Context: an optimization exercise on an open-source flow, tuned for small area, a short achievable clock period and few clock cycles per item. The choices shown serve that exercise and are no tape-out recipe. Where RTL was checked, it was by simulation tests only, not by an equivalence proof against the original.

## ycbcr420_to_rgb_flip_core
module ycbcr420_to_rgb_flip_core
#(
	parameter int MAX_WIDTH  = 2048,
	parameter int MAX_HEIGHT = 2048
) (
	input  logic        clk,
	input  logic        arst_n,
	input  logic        wr_en,
	input  logic [1:0]  wr_index,
	input  logic [12:0] wr_data,
	input  logic        s_tvalid,
	output logic        s_tready,
	input  logic [47:0] s_tdata,
	output logic        m_tvalid,
	input  logic        m_tready,
	output logic [71:0] m_tdata,
	output logic        m_tlast,
	output logic        m_tuser
);
Size in the first run: about 270 flip-flops, ~20000 um2 of cells after synthesis.
==> flow/config.mk <==
export PLATFORM = sky130hd
export DESIGN_NAME = ycbcr420_to_rgb_flip_core
export DESIGN_NICKNAME = ycbcr420_to_rgb_flip_core
export VERILOG_FILES = /design/flow/design.v
export SDC_FILE = /design/flow/constraint.sdc
export NUM_CORES = 4
export LEC_CHECK = 0
export CAP_MARGIN = 20
export CORE_MARGIN = 2
export CORE_UTILIZATION = 40
export CTS_BUF_LIST = sky130_fd_sc_hd__clkbuf_8
export CTS_CLUSTER_DIAMETER = 100
export CTS_CLUSTER_SIZE = 12
export SLEW_MARGIN = 20
==> flow/constraint.sdc <==
create_clock -name core_clock -period 11.0 [get_ports {clk}]
set_input_delay 2.2000 -clock core_clock [delete_from_list [all_inputs] [get_ports {clk}]]
set_output_delay 2.2000 -clock core_clock [all_outputs]
set_load 0.01 [all_outputs]
standard.sh (not shown) runs the stock make flow with config.mk's settings and CLKGATE_MAP_FILE= SYNTH_SCRIPT=/design/flow/synth_recipe.tcl, a recipe that flattens the netlist after the stock synthesis.
==> flow/flow/run.sh <==
#!/bin/bash
# The standard layout, with repair_timing aiming below the clock period
# (setup margin) so the critical paths are sized and buffered, and the port
# buffers made from the smallest buffer cell (repair sizes them up as needed).
set -euo pipefail
bash standard.sh SETUP_SLACK_MARGIN=7.0 "BUFFER_PORTS_ARGS=-buffer_cell sky130_fd_sc_hd__buf_1" finish > make.log 2>&1
Next try:
--- a/flow/design.v
+++ b/flow/design.v
@@ -562,37 +562,39 @@
 			end
 			kbit_q <= kmul_x[bcnt - 4'd1];
 		end
 	end
 	assign addr_ok = olast ? (bvalid || lr_q) : 1'b1;
 	logic [47:0] opix;
 	logic [23:0] ooff;
 	logic        ouser;
-	logic [23:0] offa;
-	logic [12:0] offb;
-	logic [10:0] offc;
-	logic [13:0] off_lo;
-	logic [10:0] offa_inc;
-	logic [23:0] off_n;
-	assign offa     = olast ? (lr_q ? 24'd0 : base) : ooff;
-	assign offb     = olast ? 13'({col, 2'b00}) : stride;
-	assign offc     = olast ? {col, 1'b0} : 11'd0;
-	assign off_lo   = {1'b0, offa[12:0]} + {1'b0, offb} + 14'(offc);
-	assign offa_inc = offa[23:13] + 11'd1;
-	assign off_n    = {off_lo[13] ? offa_inc : offa[23:13], off_lo[12:0]};
+	logic [23:0] up_off;
+	logic [23:0] bsel;
+	logic [13:0] up_lo;
+	logic [13:0] lo_lo;
+	logic [10:0] bsel_inc;
+	logic [10:0] ooff_inc;
+	logic [23:0] lo_off;
+	assign bsel     = lr_q ? 24'd0 : base;
+	assign up_lo    = {1'b0, bsel[12:0]} + 14'({col, 2'b00}) + 14'({col, 1'b0});
+	assign bsel_inc = bsel[23:13] + 11'd1;
+	assign up_off   = {up_lo[13] ? bsel_inc : bsel[23:13], up_lo[12:0]};
+	assign lo_lo    = {1'b0, ooff[12:0]} + {1'b0, stride};
+	assign ooff_inc = ooff[23:13] + 11'd1;
+	assign lo_off   = {lo_lo[13] ? ooff_inc : ooff[23:13], lo_lo[12:0]};
 	always_ff @(posedge clk) begin
 		if (adv) begin
 			opix[7:0]   <= sat8(add11(11'(yy_a_q), 11'(kr_q)));
 			opix[15:8]  <= sat8(add11(11'(yy_a_q), 11'(kg_q)));
 			opix[23:16] <= sat8(add11(11'(yy_a_q), 11'(kb_q)));
 			opix[31:24] <= sat8(add11(11'(yy_b_q), 11'(kr_q)));
 			opix[39:32] <= sat8(add11(11'(yy_b_q), 11'(kg_q)));
 			opix[47:40] <= sat8(add11(11'(yy_b_q), 11'(kb_q)));
-			ooff        <= off_n;
+			ooff        <= olast ? up_off : lo_off;
 			ouser       <= !olast && lc_q && lr_q;
 		end
 	end
 	assign m_tvalid = ov;
 	assign m_tlast  = olast;
 	assign m_tuser  = ouser;
 	assign m_tdata  = {ooff, opix};
 endmodule
Worst setup slack is better by 0.18 ns; hold slack is worse by 0.0037 ns; utilization fell by 0.92 points; register-to-register slack is better by 0.18 ns; global-route usage fell by 0.75 points; design area rose by 0.45%; cell count rose by 0.35%; routed wire length fell by 1.5%; clock skew is about the same; maximum frequency rose by 4.5%; via count rose by 0.79%.
Testbench counts after the change, summed over its fixed seeds: cycles 19,304, items 9,600.
For the first run of this note, only the layout was checked, not whether the RTL still works.

-- afterwards: timing with drivers on the ports --
In the flow no input, the clock included, has a driving cell. The finished layouts below were timed again as built, in two steps.
Step 1 sets driving cells, clkbuf_16 on the clock port and buf_2 on the other inputs (assumed; they add their load-dependent delay and slew).
Step 2, shift: input delay + t, output delay - t, t = (earliest + latest rising clock arrival at the registers) / 2. This alone moves slack from input paths to output paths.
Three values: ideal, step 1, step 2; two values: the first two.
| run | t (ns) | slack for setup (ns) | worst hold slack (ns) | worst setup path at the end | slew at the worst register clock pin (ns) |
|---|---|---|---|---|---|
| the first run | 0.651 | 6.826 / 6.826 / 6.565 | 0.488 / 0.488 / 0.488 | input to register | 0.10 / 0.10 |
| the second run | 0.659 | 7.007 / 7.007 / 6.514 | 0.485 / 0.485 / 0.485 | input to register | 0.10 / 0.10 |
After both steps setup and hold are still met in every run listed. For the second run, which loses most, drivers alone change the setup slack by 0.000 ns; drivers and shift together by -0.493 ns.
